This is an optimization exercise on Yosys and OpenROAD, whose aim is small area, a short achievable clock period and few clock cycles per item, not a production implementation.
RTL that was checked went through simulation tests only; none was proved equivalent to the original.

==> inputs of 02-09 <==
// sha256_hasher
module sha256_hasher (
  input  wire logic                     clk,
  input  wire logic                     block_load,
  input  wire logic                     block_start,
  input  wire logic                     message_load,
  input  wire sha256_pkg::sha256_block_t block,
  output logic                          block_ready,
  output logic                          done,
  output sha256_pkg::sha256_state_t     hash,
  output sha256_pkg::block_count_t      block_count
);
  typedef logic [31:0] word_t;
  logic       m2;              
  logic       er;              
  logic       ar;              
  logic       w60, r61, r62, r63, af;   
  logic       pend, pend2;     
  logic       st_done;
  logic       last;            
  logic       ready_q;
  logic [5:0] ce;
  logic       accept;
  assign accept = block_start & ready_q;
  logic nx_er, nx_done, nx_idle;
  always_comb begin
    nx_er   = m2 | (er & (ce != 6'd63));
    nx_done = st_done | (af & last & !pend2);
    nx_idle = !accept && !nx_er && !er && !r63 && !nx_done;
  end
  always_ff @(posedge clk or negedge block_load) begin
    if (!block_load) begin
      m2          <= 1'b0;
      er          <= 1'b0;
      ar          <= 1'b0;
      w60         <= 1'b0;
      r61         <= 1'b0;
      r62         <= 1'b0;
      r63         <= 1'b0;
      af          <= 1'b0;
      pend        <= 1'b0;
      pend2       <= 1'b0;
      st_done     <= 1'b0;
      last        <= 1'b0;
      ready_q     <= 1'b1;
      ce          <= 6'd63;
      block_count <= '0;
    end else begin
      m2      <= accept;
      er      <= nx_er;
      ar      <= er;
      w60     <= er && ce == 6'd60;
      r61     <= w60;
      r62     <= r61;
      r63     <= r62;
      af      <= r63;
      pend    <= accept && r62;
      pend2   <= pend;
      st_done <= nx_done;
      if (accept) last <= !message_load;
      ready_q <= nx_idle || (r61 && !last);
      if (m2)                      ce <= 6'd0;
      else if (er && ce != 6'd63)  ce <= ce + 6'd1;
      if (accept) block_count <= block_count + 6'd1;
    end
  end
  assign block_ready = ready_q;
  assign done        = st_done;
  function automatic word_t wd(input logic [511:0] v, input int i);
    wd = v[511 - 32*i -: 32];
  endfunction
  function automatic word_t k_next2(input logic [5:0] c);
    case (c)
      6'd0: k_next2 = 32'hb5c0fbcf;
  ...
clock: 8.8 ns
lec_check: 0
cap_margin: 20
core_margin: 2
core_utilization: 35
place_density: 0.5
setup_slack_margin: 4.7
slew_margin: 20
standard.sh (not shown) runs the stock make flow with config.mk's settings and CLKGATE_MAP_FILE= SYNTH_SCRIPT=/design/flow/synth_recipe.tcl, a recipe that flattens the netlist after the stock synthesis.
==> flow/flow/run.sh <==
#!/bin/bash
# The standard layout (the standard.sh, unchanged synthesis and steps),
# except that the port buffers are made from the smallest buffer cell.
set -euo pipefail
export BUFFER_PORTS_ARGS="-buffer_cell sky130_fd_sc_hd__buf_1"
bash standard.sh > standard.log 2>&1
==> inputs of 01-04, as changes to 02-09 <==
--- a/flow/design.v
+++ b/flow/design.v
@@ -131,12 +131,15 @@
   output logic                          done,
   output sha256_pkg::sha256_state_t     hash,
   output sha256_pkg::block_count_t      block_count
 );
   typedef logic [31:0] word_t;
   logic       m2;              
+  logic       m1;              
+  logic       ag, eg;          
+  logic [1:0] ph;              
   logic       er;              
   logic       ar;              
   logic       w60, r61, r62, r63, af;   
   logic       pend, pend2;     
   logic       st_done;
   logic       last;            
@@ -147,43 +150,54 @@
   logic nx_er, nx_done, nx_idle;
   always_comb begin
     nx_er   = m2 | (er & (ce != 6'd63));
     nx_done = st_done | (af & last & !pend2);
     nx_idle = !accept && !nx_er && !er && !r63 && !nx_done;
   end
+  logic rot_a, rot_e;
+  assign rot_a = r61 | r62 | r63 | (!ar & !st_done);
+  assign rot_e = w60 | r61 | r62 | (!er & !nx_done);
   always_ff @(posedge clk or negedge block_load) begin
     if (!block_load) begin
       m2          <= 1'b0;
+      m1          <= 1'b0;
+      ag          <= 1'b0;
+      eg          <= 1'b0;
       er          <= 1'b0;
       ar          <= 1'b0;
       w60         <= 1'b0;
       r61         <= 1'b0;
       r62         <= 1'b0;
       r63         <= 1'b0;
       af          <= 1'b0;
       pend        <= 1'b0;
       pend2       <= 1'b0;
       st_done     <= 1'b0;
       last        <= 1'b0;
       ready_q     <= 1'b1;
+      ph          <= 2'd1;
       ce          <= 6'd63;
       block_count <= '0;
     end else begin
       m2      <= accept;
+      m1      <= m2;
+      ag      <= er || r63;       
+      eg      <= nx_er || r62;    
       er      <= nx_er;
       ar      <= er;
       w60     <= er && ce == 6'd60;
       r61     <= w60;
       r62     <= r61;
       r63     <= r62;
       af      <= r63;
       pend    <= accept && r62;
       pend2   <= pend;
       st_done <= nx_done;
       if (accept) last <= !message_load;
-      ready_q <= nx_idle || (r61 && !last);
+      ph      <= af ? 2'd0 : ph + 2'd1;
+      ready_q <= (nx_idle && (af ? 2'd0 : ph + 2'd1) == 2'd1) || (r61 && !last);
       if (m2)                      ce <= 6'd0;
       else if (er && ce != 6'd63)  ce <= ce + 6'd1;
       if (accept) block_count <= block_count + 6'd1;
     end
   end
   assign block_ready = ready_q;
@@ -269,79 +283,62 @@
   logic [511:0] win;           
   word_t a, b, c;              
   word_t e, f, g;              
   word_t t1;                   
   word_t p;                    
   word_t kv;                   
-  word_t H0, H1, H2, H3, H4, H5, H6, H7;
-  assign hash = {H0, H1, H2, H3, H4, H5, H6, H7};
-  word_t S1, chv, dsel, t1_n, e_s1, e_c1, e_s2, e_c2;
+  word_t A0, A1, A2, A3, E0, E1, E2, E3;
+  assign hash = {A0, A1, A2, A3, E0, E1, E2, E3};
+  word_t S1, chv, dsel, t_s, t_c, t1_n, e_s2, e_c2;
   assign S1   = sha256_pkg::big_sigma1(e);
   assign chv  = sha256_pkg::ch(e, f, g);
-  assign dsel = ar ? c : H3;
-  assign t1_n = csa_s(p, S1, chv) + csa_c(p, S1, chv);
-  assign e_s1 = csa_s(dsel, p, chv);
-  assign e_c1 = csa_c(dsel, p, chv);
-  assign e_s2 = csa_s(e_s1, e_c1, S1);
-  assign e_c2 = csa_c(e_s1, e_c1, S1);
+  assign dsel = m1 ? A2 : c;
+  assign t_s  = csa_s(p, chv, S1);
+  assign t_c  = csa_c(p, chv, S1);
+  assign t1_n = t_s + t_c;
+  assign e_s2 = csa_s(t_s, t_c, dsel);
+  assign e_c2 = csa_c(t_s, t_c, dsel);
   word_t S0, mjv, a_s, a_c;
   assign S0  = sha256_pkg::big_sigma0(a);
   assign mjv = sha256_pkg::maj(a, b, c);
   assign a_s = csa_s(t1, S0, mjv);
   assign a_c = csa_c(t1, S0, mjv);
   word_t gsel, p_n;
-  assign gsel = er ? g : H7;
+  assign gsel = m2 ? E2 : g;
   assign p_n  = csa_s(gsel, kv, wd(win, 0)) + csa_c(gsel, kv, wd(win, 0));
   word_t m_s1, m_c1, m_s2, m_c2, u0, u2;
   assign u0   = sha256_pkg::small_sigma1(wd(win, 14));
   assign u2   = sha256_pkg::small_sigma0(wd(win, 1));
   assign m_s1 = csa_s(wd(win, 9), u2, wd(win, 0));
   assign m_c1 = csa_c(wd(win, 9), u2, wd(win, 0));
   assign m_s2 = csa_s(m_s1, m_c1, u0);
   assign m_c2 = csa_c(m_s1, m_c1, u0);
-  word_t opa, ope, sa, se;
-  always_comb begin
-    opa = '0;
-    ope = '0;
-    if (r61) opa = H3;
-    if (r62) opa = H2;
-    if (r63) opa = H1;
-    if (!ar) opa = H0;
-    if (w60) ope = H7;
-    if (r61) ope = H6;
-    if (r62) ope = H5;
-    if (!er) ope = H4;
-  end
-  assign sa = ((ar || af) ? a : '0) + opa;
-  assign se = ((er || r63) ? e : '0) + ope;
+  word_t sa, se;
+  assign sa = (ag ? a : '0) + A3;
+  assign se = (eg ? e : '0) + E3;
   always_ff @(posedge clk) begin
     win <= {win[479:0], sha256_pkg::add_ks_sel(m_s2, m_c2, !accept, wd(block, 15))};
     if (accept) win[511:32] <= block[511:32];
     kv  <= nx_er ? k_next2(ce) : 32'h428a2f98;
     p   <= p_n;
     t1  <= t1_n;
     a   <= sha256_pkg::add_ks_sel(a_s, a_c, ar, sa);
     e   <= sha256_pkg::add_ks_sel(e_s2, e_c2, er, se);
-    if (ar) begin
-      b <= a; c <= b;
-    end else begin
-      b <= H1; c <= H2;
-    end
+    b <= (ar && !m2) ? a : A0;
+    c <= b;
     if (er) begin
       f <= e; g <= f;
     end else begin
-      f <= H5; g <= H6;
+      f <= E0; g <= E1;
     end
   end
   always_ff @(posedge clk or negedge block_load) begin
     if (!block_load) begin
-      {H0, H1, H2, H3, H4, H5, H6, H7} <= sha256_pkg::SHA256_IV;
+      {A0, A1, A2, A3} <= {sha256_pkg::SHA256_IV[159:128], sha256_pkg::SHA256_IV[255:160]};
+      {E0, E1, E2, E3} <= {sha256_pkg::SHA256_IV[63:0], sha256_pkg::SHA256_IV[127:64]};
     end else begin
-      if (w60) H7 <= se;
-      if (r61) begin H3 <= sa; H6 <= se; end
-      if (r62) begin H2 <= sa; H5 <= se; end
-      if (r63) begin H1 <= sa; H4 <= se; end
-      if (af)  H0 <= sa;
+      if (rot_a) {A0, A1, A2, A3} <= {sa, A0, A1, A2};
+      if (rot_e) {E0, E1, E2, E3} <= {se, E0, E1, E2};
     end
   end
 endmodule
 `default_nettype wire
--- a/flow/config.mk
+++ b/flow/config.mk
@@ -5,9 +5,12 @@
 export SDC_FILE = /design/flow/constraint.sdc
 export NUM_CORES = 4
 export LEC_CHECK = 0
 export CAP_MARGIN = 20
 export CORE_MARGIN = 2
 export CORE_UTILIZATION = 35
+export CTS_CLUSTER_DIAMETER = 100
+export CTS_CLUSTER_SIZE = 20
 export PLACE_DENSITY = 0.5
 export SETUP_SLACK_MARGIN = 4.7
 export SLEW_MARGIN = 20
+export TNS_END_PERCENT = 20
==> results.toml <==
[outcome]
status = "complete, no violations"

[worst_setup_path]
timing.rr.start = "win[473]"
crit_path_max_incr_delay_ps = 680
crit_buf_inv = 1

[sta]
crit_path_time_final_ps = 4210
setup_slack_ps = 4590

[grt]
first_global_vias = 45178

[floorplanning]
floorplan.die_area_um2 = 162000
placement_rows = 146

[cells_and_area]
non_clock_inverter_count = 313
core_utilization_of_the_finished_layout = 0.403
area_delta_synth_final_pct = 14.6
nFillCells = 16189

[clock_tree]
clk_latency_ps = 740

[placement]
post-place-cells = 8992

[synth]
synthTopCellsByArea = "sky130_fd_sc_hd__dfxtp_1 29%, sky130_fd_sc_hd__nand2_1 15%, sky130_fd_sc_hd__dfstp_2 6.8%"
Source of the figures above: 01-04

==> results.toml <==
[grt]
first_global_vias = 48799

[cells_and_area]
non_clock_inverter_count = 416
area_delta_synth_final_pct = 25.4
core_utilization_of_the_finished_layout = 0.441
nFillCells = 16411

[placement]
post-place-cells = 9122

[outcome]
status = "complete, no violations"

[floorplanning]
floorplan.die_area_um2 = 171000
placement_rows = 150

[worst_setup_path]
crit_buf_inv = 4
crit_path_max_incr_delay_ps = 570
timing.rr.start = "ar"

[sta]
final.period_utilization = 0.531

[synth]
synthTopCellsByArea = "sky130_fd_sc_hd__dfxtp_1 27%, sky130_fd_sc_hd__nand2_1 10%, sky130_fd_sc_hd__mux2_2 9.9%"
Source of the figures above: 02-09

Testbench counts of 01-04, summed over its fixed seeds: cycles 33,988, blocks 516.
The RTL of 02-09 was laid out without a check of its function.

==> 06-21: inputs <==
Another version of the RTL of sha256_hasher (not shown whole).
==> module sha256_hasher, before the edit <==
module sha256_hasher (
  input  wire logic                     clk,
  input  wire logic                     block_load,
  input  wire logic                     block_start,
  input  wire logic                     message_load,
  input  wire sha256_pkg::sha256_block_t block,
  output logic                          block_ready,
  output logic                          done,
  output sha256_pkg::sha256_state_t     hash,
  output sha256_pkg::block_count_t      block_count
);
  typedef logic [31:0] word_t;
  logic       st_run;     
  logic       st_ff;      
  logic       st_done;
  logic       last;       
  logic       ready_q;
  logic [5:0] cnt;
  logic       accept;
  logic       idle;
  assign accept = block_start & ready_q;
  assign idle   = !st_run && !st_ff;
  logic nx_run, nx_ff, nx_done, nx_last;
  always_comb begin
    nx_run  = accept | (st_run & (cnt != 6'd63));
    nx_ff   = st_run & (cnt == 6'd63);
    nx_done = st_done | (st_ff & last);
    nx_last = accept ? !message_load : last;
  end
  always_ff @(posedge clk or negedge block_load) begin
    if (!block_load) begin
      st_run      <= 1'b0;
      st_ff       <= 1'b0;
      st_done     <= 1'b0;
      last        <= 1'b0;
      ready_q     <= 1'b1;
      cnt         <= 6'd63;
      block_count <= '0;
    end else begin
      st_run  <= nx_run;
      st_ff   <= nx_ff;
      st_done <= nx_done;
      last    <= nx_last;
      ready_q <= !nx_done && !nx_run && !(nx_ff && nx_last);
      if (accept)                       cnt <= 6'd0;
      else if (st_run && cnt != 6'd63)  cnt <= cnt + 6'd1;
      if (accept) block_count <= block_count + 6'd1;
    end
  end
  assign block_ready = ready_q;
  assign done        = st_done;
  function automatic word_t wd(input logic [511:0] v, input int i);
    wd = v[511 - 32*i -: 32];
  endfunction
  logic [511:0] win;               
  word_t a, b, c, d, e, f, g;      
  word_t ps, pc;                   
  word_t H0, H1, H2, H3, H4, H5, H6, H7;
  assign hash = {H0, H1, H2, H3, H4, H5, H6, H7};
  word_t S0, S1, chv, mjv;
  assign S0  = sha256_pkg::big_sigma0(a);
  assign S1  = sha256_pkg::big_sigma1(e);
  assign chv = sha256_pkg::ch(e, f, g);
  assign mjv = sha256_pkg::maj(a, b, c);
  word_t s1, c1, s2, c2, s3, c3, s4, c4, s5, c5, s6, c6;
  always_comb begin
    s1 = ps ^ pc ^ chv;  c1 = ((ps & pc) | (ps & chv) | (pc & chv)) << 1;
    s2 = S0 ^ S1 ^ mjv;  c2 = ((S0 & S1) | (S0 & mjv) | (S1 & mjv)) << 1;
    s3 = s1 ^ c1 ^ s2;   c3 = ((s1 & c1) | (s1 & s2) | (c1 & s2)) << 1;
    s4 = s3 ^ c3 ^ c2;   c4 = ((s3 & c3) | (s3 & c2) | (c3 & c2)) << 1;
    s5 = s1 ^ c1 ^ S1;   c5 = ((s1 & c1) | (s1 & S1) | (c1 & S1)) << 1;
    s6 = s5 ^ c5 ^ d;    c6 = ((s5 & c5) | (s5 & d) | (c5 & d)) << 1;
  end
  word_t a_new, e_new;
  assign a_new = s4 + c4;
  assign e_new = s6 + c6;
  word_t gsel, wsel, kv, ps_n, pc_n;
  assign gsel = st_run ? g : H7;
  assign wsel = st_run ? wd(win, 1) : wd(block, 0);
  assign kv   = sha256_pkg::sha256_k(cnt + 6'd1);
  assign ps_n = gsel ^ kv ^ wsel;
  assign pc_n = ((gsel & kv) | (gsel & wsel) | (kv & wsel)) << 1;
  word_t x0, x1, y0, y1, w_new;
  always_comb begin : sched
    word_t u0, u1, u2;
    u0 = sha256_pkg::small_sigma1(wd(win, 14));
    u1 = wd(win, 9);
    u2 = sha256_pkg::small_sigma0(wd(win, 1));
    x0 = u0 ^ u1 ^ u2;  y0 = ((u0 & u1) | (u0 & u2) | (u1 & u2)) << 1;
    x1 = x0 ^ y0 ^ wd(win, 0);
    y1 = ((x0 & y0) | (x0 & wd(win, 0)) | (y0 & wd(win, 0))) << 1;
  end
  assign w_new = x1 + y1;
  logic  r61, r62, r63;
  word_t opa, ope, sa, se;
  assign r61 = st_run && cnt == 6'd61;
  assign r62 = st_run && cnt == 6'd62;
  assign r63 = st_run && cnt == 6'd63;
  always_comb begin
    opa = '0;
    ope = '0;
    if (r61)     begin opa = H3; ope = H7; end
    if (r62)     begin opa = H2; ope = H6; end
    if (r63)     begin opa = H1; ope = H5; end
    if (!st_run) begin opa = H0; ope = H4; end
  end
  assign sa = (idle ? '0 : a) + opa;
  assign se = (idle ? '0 : e) + ope;
  always_ff @(posedge clk) begin
    win <= accept ? block : {win[479:0], w_new};
    ps  <= ps_n;
    pc  <= pc_n;
    if (st_run) begin
      a <= a_new; b <= a; c <= b; d <= c;
      e <= e_new; f <= e; g <= f;
    end else begin
      a <= sa; b <= H1; c <= H2; d <= H3;
      e <= se; f <= H5; g <= H6;
    end
  end
  always_ff @(posedge clk or negedge block_load) begin
    if (!block_load) begin
      {H0, H1, H2, H3, H4, H5, H6, H7} <= sha256_pkg::SHA256_IV;
    end else begin
      if (r61)   begin H3 <= sa; H7 <= se; end
      if (r62)   begin H2 <= sa; H6 <= se; end
      if (r63)   begin H1 <= sa; H5 <= se; end
      if (st_ff) begin H0 <= sa; H4 <= se; end
    end
  end
endmodule
clock: 8.8 ns
lec_check: 0
cap_margin: 20
core_margin: 2
core_utilization: 35
place_density: 0.5
slew_margin: 20
run.sh (not shown) runs the stock make flow with config.mk's settings and CLKGATE_MAP_FILE= SYNTH_SCRIPT=/design/flow/synth_recipe.tcl, a recipe that flattens the netlist after the stock synthesis.
Stock flow here: none of the scripts above is used.
==> 02-15: changes against 06-21 <==
--- a/flow/design.v
+++ b/flow/design.v
@@ -125,5 +125,6 @@
   logic       accept;
-  logic       idle;
+  logic       idle;       
+  logic       r61, r62, r63;   
+  logic       use_sa;     
   assign accept = block_start & ready_q;
-  assign idle   = !st_run && !st_ff;
   logic nx_run, nx_ff, nx_done, nx_last;
@@ -131,3 +132,3 @@
     nx_run  = accept | (st_run & (cnt != 6'd63));
-    nx_ff   = st_run & (cnt == 6'd63);
+    nx_ff   = r63;
     nx_done = st_done | (st_ff & last);
@@ -144,2 +145,7 @@
       block_count <= '0;
+      idle        <= 1'b1;
+      r61         <= 1'b0;
+      r62         <= 1'b0;
+      r63         <= 1'b0;
+      use_sa      <= 1'b1;
     end else begin
@@ -153,2 +159,7 @@
       if (accept) block_count <= block_count + 6'd1;
+      idle   <= !nx_run && !nx_ff;
+      r61    <= st_run && cnt == 6'd60;
+      r62    <= r61;
+      r63    <= r62;
+      use_sa <= !nx_run || (st_run && (cnt == 6'd60 || cnt == 6'd61 || cnt == 6'd62));
     end
@@ -159,2 +170,71 @@
     wd = v[511 - 32*i -: 32];
+  endfunction
+  function automatic word_t k_next(input logic [5:0] t);
+    case (t)
+      6'd0: k_next = 32'h71374491;
+      6'd1: k_next = 32'hb5c0fbcf;
+      6'd2: k_next = 32'he9b5dba5;
+      6'd3: k_next = 32'h3956c25b;
+      6'd4: k_next = 32'h59f111f1;
+      6'd5: k_next = 32'h923f82a4;
+      6'd6: k_next = 32'hab1c5ed5;
+      6'd7: k_next = 32'hd807aa98;
+      6'd8: k_next = 32'h12835b01;
+      6'd9: k_next = 32'h243185be;
+      6'd10: k_next = 32'h550c7dc3;
+      6'd11: k_next = 32'h72be5d74;
+      6'd12: k_next = 32'h80deb1fe;
+      6'd13: k_next = 32'h9bdc06a7;
+      6'd14: k_next = 32'hc19bf174;
+      6'd15: k_next = 32'he49b69c1;
+      6'd16: k_next = 32'hefbe4786;
+      6'd17: k_next = 32'h0fc19dc6;
+      6'd18: k_next = 32'h240ca1cc;
+      6'd19: k_next = 32'h2de92c6f;
+      6'd20: k_next = 32'h4a7484aa;
+      6'd21: k_next = 32'h5cb0a9dc;
+      6'd22: k_next = 32'h76f988da;
+      6'd23: k_next = 32'h983e5152;
+      6'd24: k_next = 32'ha831c66d;
+      6'd25: k_next = 32'hb00327c8;
+      6'd26: k_next = 32'hbf597fc7;
+      6'd27: k_next = 32'hc6e00bf3;
+      6'd28: k_next = 32'hd5a79147;
+      6'd29: k_next = 32'h06ca6351;
+      6'd30: k_next = 32'h14292967;
+      6'd31: k_next = 32'h27b70a85;
+      6'd32: k_next = 32'h2e1b2138;
+      6'd33: k_next = 32'h4d2c6dfc;
+      6'd34: k_next = 32'h53380d13;
+      6'd35: k_next = 32'h650a7354;
+      6'd36: k_next = 32'h766a0abb;
+      6'd37: k_next = 32'h81c2c92e;
+      6'd38: k_next = 32'h92722c85;
+      6'd39: k_next = 32'ha2bfe8a1;
+      6'd40: k_next = 32'ha81a664b;
+      6'd41: k_next = 32'hc24b8b70;
+      6'd42: k_next = 32'hc76c51a3;
+      6'd43: k_next = 32'hd192e819;
+      6'd44: k_next = 32'hd6990624;
+      6'd45: k_next = 32'hf40e3585;
+      6'd46: k_next = 32'h106aa070;
+      6'd47: k_next = 32'h19a4c116;
+      6'd48: k_next = 32'h1e376c08;
+      6'd49: k_next = 32'h2748774c;
+      6'd50: k_next = 32'h34b0bcb5;
+      6'd51: k_next = 32'h391c0cb3;
+      6'd52: k_next = 32'h4ed8aa4a;
+      6'd53: k_next = 32'h5b9cca4f;
+      6'd54: k_next = 32'h682e6ff3;
+      6'd55: k_next = 32'h748f82ee;
+      6'd56: k_next = 32'h78a5636f;
+      6'd57: k_next = 32'h84c87814;
+      6'd58: k_next = 32'h8cc70208;
+      6'd59: k_next = 32'h90befffa;
+      6'd60: k_next = 32'ha4506ceb;
+      6'd61: k_next = 32'hbef9a3f7;
+      6'd62: k_next = 32'hc67178f2;
+      6'd63: k_next = 32'h428a2f98;
+      default: k_next = 32'h00000000;
+    endcase
   endfunction
@@ -185,21 +265,6 @@
   assign wsel = st_run ? wd(win, 1) : wd(block, 0);
-  assign kv   = sha256_pkg::sha256_k(cnt + 6'd1);
+  assign kv   = k_next(cnt);
   assign ps_n = gsel ^ kv ^ wsel;
   assign pc_n = ((gsel & kv) | (gsel & wsel) | (kv & wsel)) << 1;
-  word_t x0, x1, y0, y1, w_new;
-  always_comb begin : sched
-    word_t u0, u1, u2;
-    u0 = sha256_pkg::small_sigma1(wd(win, 14));
-    u1 = wd(win, 9);
-    u2 = sha256_pkg::small_sigma0(wd(win, 1));
-    x0 = u0 ^ u1 ^ u2;  y0 = ((u0 & u1) | (u0 & u2) | (u1 & u2)) << 1;
-    x1 = x0 ^ y0 ^ wd(win, 0);
-    y1 = ((x0 & y0) | (x0 & wd(win, 0)) | (y0 & wd(win, 0))) << 1;
-  end
-  assign w_new = x1 + y1;
-  logic  r61, r62, r63;
-  word_t opa, ope, sa, se;
-  assign r61 = st_run && cnt == 6'd61;
-  assign r62 = st_run && cnt == 6'd62;
-  assign r63 = st_run && cnt == 6'd63;
+  word_t opa, ope, se;
   always_comb begin
@@ -212,3 +277,21 @@
   end
-  assign sa = (idle ? '0 : a) + opa;
+  word_t x0, x1, y0, y1, w_new, sa;
+  always_comb begin : sched
+    word_t u0, u1, u2, u3;
+    if (use_sa) begin
+      u0 = idle ? '0 : a;
+      u1 = opa;
+      u2 = '0;
+      u3 = '0;
+    end else begin
+      u0 = sha256_pkg::small_sigma1(wd(win, 14));
+      u1 = wd(win, 9);
+      u2 = sha256_pkg::small_sigma0(wd(win, 1));
+      u3 = wd(win, 0);
+    end
+    x0 = u0 ^ u1 ^ u2;  y0 = ((u0 & u1) | (u0 & u2) | (u1 & u2)) << 1;
+    x1 = x0 ^ y0 ^ u3;  y1 = ((x0 & y0) | (x0 & u3) | (y0 & u3)) << 1;
+  end
+  assign w_new = x1 + y1;
+  assign sa    = w_new;
   assign se = (idle ? '0 : e) + ope;
Settings changed: SETUP_SLACK_MARGIN set to 4.0.
==> 11-05: changes against 06-21 <==
--- a/flow/design.v
+++ b/flow/design.v
@@ -125,5 +125,6 @@
   logic       accept;
-  logic       idle;
+  logic       idle;       
+  logic       r61, r62, r63;   
+  logic       use_sa;     
   assign accept = block_start & ready_q;
-  assign idle   = !st_run && !st_ff;
   logic nx_run, nx_ff, nx_done, nx_last;
@@ -131,3 +132,3 @@
     nx_run  = accept | (st_run & (cnt != 6'd63));
-    nx_ff   = st_run & (cnt == 6'd63);
+    nx_ff   = r63;
     nx_done = st_done | (st_ff & last);
@@ -144,2 +145,7 @@
       block_count <= '0;
+      idle        <= 1'b1;
+      r61         <= 1'b0;
+      r62         <= 1'b0;
+      r63         <= 1'b0;
+      use_sa      <= 1'b1;
     end else begin
@@ -153,2 +159,7 @@
       if (accept) block_count <= block_count + 6'd1;
+      idle   <= !nx_run && !nx_ff;
+      r61    <= st_run && cnt == 6'd60;
+      r62    <= r61;
+      r63    <= r62;
+      use_sa <= !nx_run || (st_run && (cnt == 6'd60 || cnt == 6'd61 || cnt == 6'd62));
     end
@@ -159,2 +170,71 @@
     wd = v[511 - 32*i -: 32];
+  endfunction
+  function automatic word_t k_next(input logic [5:0] t);
+    case (t)
+      6'd0: k_next = 32'h71374491;
+      6'd1: k_next = 32'hb5c0fbcf;
+      6'd2: k_next = 32'he9b5dba5;
+      6'd3: k_next = 32'h3956c25b;
+      6'd4: k_next = 32'h59f111f1;
+      6'd5: k_next = 32'h923f82a4;
+      6'd6: k_next = 32'hab1c5ed5;
+      6'd7: k_next = 32'hd807aa98;
+      6'd8: k_next = 32'h12835b01;
+      6'd9: k_next = 32'h243185be;
+      6'd10: k_next = 32'h550c7dc3;
+      6'd11: k_next = 32'h72be5d74;
+      6'd12: k_next = 32'h80deb1fe;
+      6'd13: k_next = 32'h9bdc06a7;
+      6'd14: k_next = 32'hc19bf174;
+      6'd15: k_next = 32'he49b69c1;
+      6'd16: k_next = 32'hefbe4786;
+      6'd17: k_next = 32'h0fc19dc6;
+      6'd18: k_next = 32'h240ca1cc;
+      6'd19: k_next = 32'h2de92c6f;
+      6'd20: k_next = 32'h4a7484aa;
+      6'd21: k_next = 32'h5cb0a9dc;
+      6'd22: k_next = 32'h76f988da;
+      6'd23: k_next = 32'h983e5152;
+      6'd24: k_next = 32'ha831c66d;
+      6'd25: k_next = 32'hb00327c8;
+      6'd26: k_next = 32'hbf597fc7;
+      6'd27: k_next = 32'hc6e00bf3;
+      6'd28: k_next = 32'hd5a79147;
+      6'd29: k_next = 32'h06ca6351;
+      6'd30: k_next = 32'h14292967;
+      6'd31: k_next = 32'h27b70a85;
+      6'd32: k_next = 32'h2e1b2138;
+      6'd33: k_next = 32'h4d2c6dfc;
+      6'd34: k_next = 32'h53380d13;
+      6'd35: k_next = 32'h650a7354;
+      6'd36: k_next = 32'h766a0abb;
+      6'd37: k_next = 32'h81c2c92e;
+      6'd38: k_next = 32'h92722c85;
+      6'd39: k_next = 32'ha2bfe8a1;
+      6'd40: k_next = 32'ha81a664b;
+      6'd41: k_next = 32'hc24b8b70;
+      6'd42: k_next = 32'hc76c51a3;
+      6'd43: k_next = 32'hd192e819;
+      6'd44: k_next = 32'hd6990624;
+      6'd45: k_next = 32'hf40e3585;
+      6'd46: k_next = 32'h106aa070;
+      6'd47: k_next = 32'h19a4c116;
+      6'd48: k_next = 32'h1e376c08;
+      6'd49: k_next = 32'h2748774c;
+      6'd50: k_next = 32'h34b0bcb5;
+      6'd51: k_next = 32'h391c0cb3;
+      6'd52: k_next = 32'h4ed8aa4a;
+      6'd53: k_next = 32'h5b9cca4f;
+      6'd54: k_next = 32'h682e6ff3;
+      6'd55: k_next = 32'h748f82ee;
+      6'd56: k_next = 32'h78a5636f;
+      6'd57: k_next = 32'h84c87814;
+      6'd58: k_next = 32'h8cc70208;
+      6'd59: k_next = 32'h90befffa;
+      6'd60: k_next = 32'ha4506ceb;
+      6'd61: k_next = 32'hbef9a3f7;
+      6'd62: k_next = 32'hc67178f2;
+      6'd63: k_next = 32'h428a2f98;
+      default: k_next = 32'h00000000;
+    endcase
   endfunction
@@ -185,21 +265,6 @@
   assign wsel = st_run ? wd(win, 1) : wd(block, 0);
-  assign kv   = sha256_pkg::sha256_k(cnt + 6'd1);
+  assign kv   = k_next(cnt);
   assign ps_n = gsel ^ kv ^ wsel;
   assign pc_n = ((gsel & kv) | (gsel & wsel) | (kv & wsel)) << 1;
-  word_t x0, x1, y0, y1, w_new;
-  always_comb begin : sched
-    word_t u0, u1, u2;
-    u0 = sha256_pkg::small_sigma1(wd(win, 14));
-    u1 = wd(win, 9);
-    u2 = sha256_pkg::small_sigma0(wd(win, 1));
-    x0 = u0 ^ u1 ^ u2;  y0 = ((u0 & u1) | (u0 & u2) | (u1 & u2)) << 1;
-    x1 = x0 ^ y0 ^ wd(win, 0);
-    y1 = ((x0 & y0) | (x0 & wd(win, 0)) | (y0 & wd(win, 0))) << 1;
-  end
-  assign w_new = x1 + y1;
-  logic  r61, r62, r63;
-  word_t opa, ope, sa, se;
-  assign r61 = st_run && cnt == 6'd61;
-  assign r62 = st_run && cnt == 6'd62;
-  assign r63 = st_run && cnt == 6'd63;
+  word_t opa, ope, se;
   always_comb begin
@@ -212,3 +277,21 @@
   end
-  assign sa = (idle ? '0 : a) + opa;
+  word_t x0, x1, y0, y1, w_new, sa;
+  always_comb begin : sched
+    word_t u0, u1, u2, u3;
+    if (use_sa) begin
+      u0 = idle ? '0 : a;
+      u1 = opa;
+      u2 = '0;
+      u3 = '0;
+    end else begin
+      u0 = sha256_pkg::small_sigma1(wd(win, 14));
+      u1 = wd(win, 9);
+      u2 = sha256_pkg::small_sigma0(wd(win, 1));
+      u3 = wd(win, 0);
+    end
+    x0 = u0 ^ u1 ^ u2;  y0 = ((u0 & u1) | (u0 & u2) | (u1 & u2)) << 1;
+    x1 = x0 ^ y0 ^ u3;  y1 = ((x0 & y0) | (x0 & u3) | (y0 & u3)) << 1;
+  end
+  assign w_new = x1 + y1;
+  assign sa    = w_new;
   assign se = (idle ? '0 : e) + ope;
Settings changed: SETUP_SLACK_MARGIN set to 3.3.
==> qor summary <==
| quantity | 02-15 | 11-05 | 06-21 |
|---|---|---|---|
| Run status | timing/DRC/antenna clean | timing/DRC/antenna clean | timing/DRC/antenna clean |
| Distinct cells, synth | 78 | 78 | 85 |
| Non-CTS inverters | 423 | 423 | 422 |
| Simple-gate portion of the synthesized area | 15.3% | 15.3% | 16.5% |
| Buffers excl. clock | 989 | 881 | 845 |
| Maximum number of pins on one net before global-route repair | 178 | 223 | 215 |
| Worst Max-Slew Pin Slew | 1.27 ns | 1.14 ns | 1.12 ns |
| Proportion of cell area occupied by multi-input gates | 44.6% | 44.1% | 44.3% |
| Clock latency at the later pin of the worst-skew pair | 0.79 ns | 0.77 ns | 0.76 ns |
| Hold path start | win[141] | win[116] | win[259] |
| Dpl cell area | 67700 um^2 | 67600 um^2 | 67700 um^2 |
| Achievable clock frequency | 0.187 GHz | 0.183 GHz | 0.149 GHz |
| Antenna diode count | 9 | 11 | 20 |
| # clock sinks | 1077 | 1077 | 1072 |
Testbench counts of 06-21, summed over its fixed seeds: cycles 33,764, blocks 516.
For 02-15 and 11-05, only the layout was checked, not whether the RTL still works.

==> afterwards: timing with drivers on the ports <==
In the flow no input, the clock included, has a driving cell. The finished layouts below were timed again as built, in two steps. Step 1 (the two cells are an assumption about what drives the block):
set clk [get_ports {clk}]
set_driving_cell -lib_cell sky130_fd_sc_hd__clkbuf_16 $clk
set_driving_cell -lib_cell sky130_fd_sc_hd__buf_2 [delete_from_list [all_inputs] $clk]
Step 2 times the ports against the registers' clock, not the clock port: input delays grow and output delays shrink by t, the midpoint of the rising clock arrivals with the driver on. a / b / c = ideal ports / drivers / drivers and shift; a / b = the first two.
run	t (ns)	setup slack, ns	worst hold slack (ns)	slew at the worst register clock pin (ns)	cell pins on the clock port's net
02-09	0.881	4.123 / 4.123 / 4.091	0.355 / 0.355 / 0.355	0.07 / 0.07	1
01-04	0.784	4.587 / 4.587 / 4.074	0.337 / 0.337 / 0.337	0.10 / 0.10	1
06-21	0.835	2.086 / 2.086 / 2.086	0.406 / 0.406 / 0.406	0.06 / 0.06	1
02-15	0.863	3.449 / 3.449 / 3.449	0.418 / 0.418 / 0.418	0.07 / 0.07	1
11-05	0.838	3.325 / 3.325 / 3.325	0.408 / 0.408 / 0.408	0.07 / 0.07	1
After both steps setup and hold are still met in every run listed. The setup slack of 01-04, which loses most, moves by 0.000 ns with the drivers and by -0.513 ns with both steps.
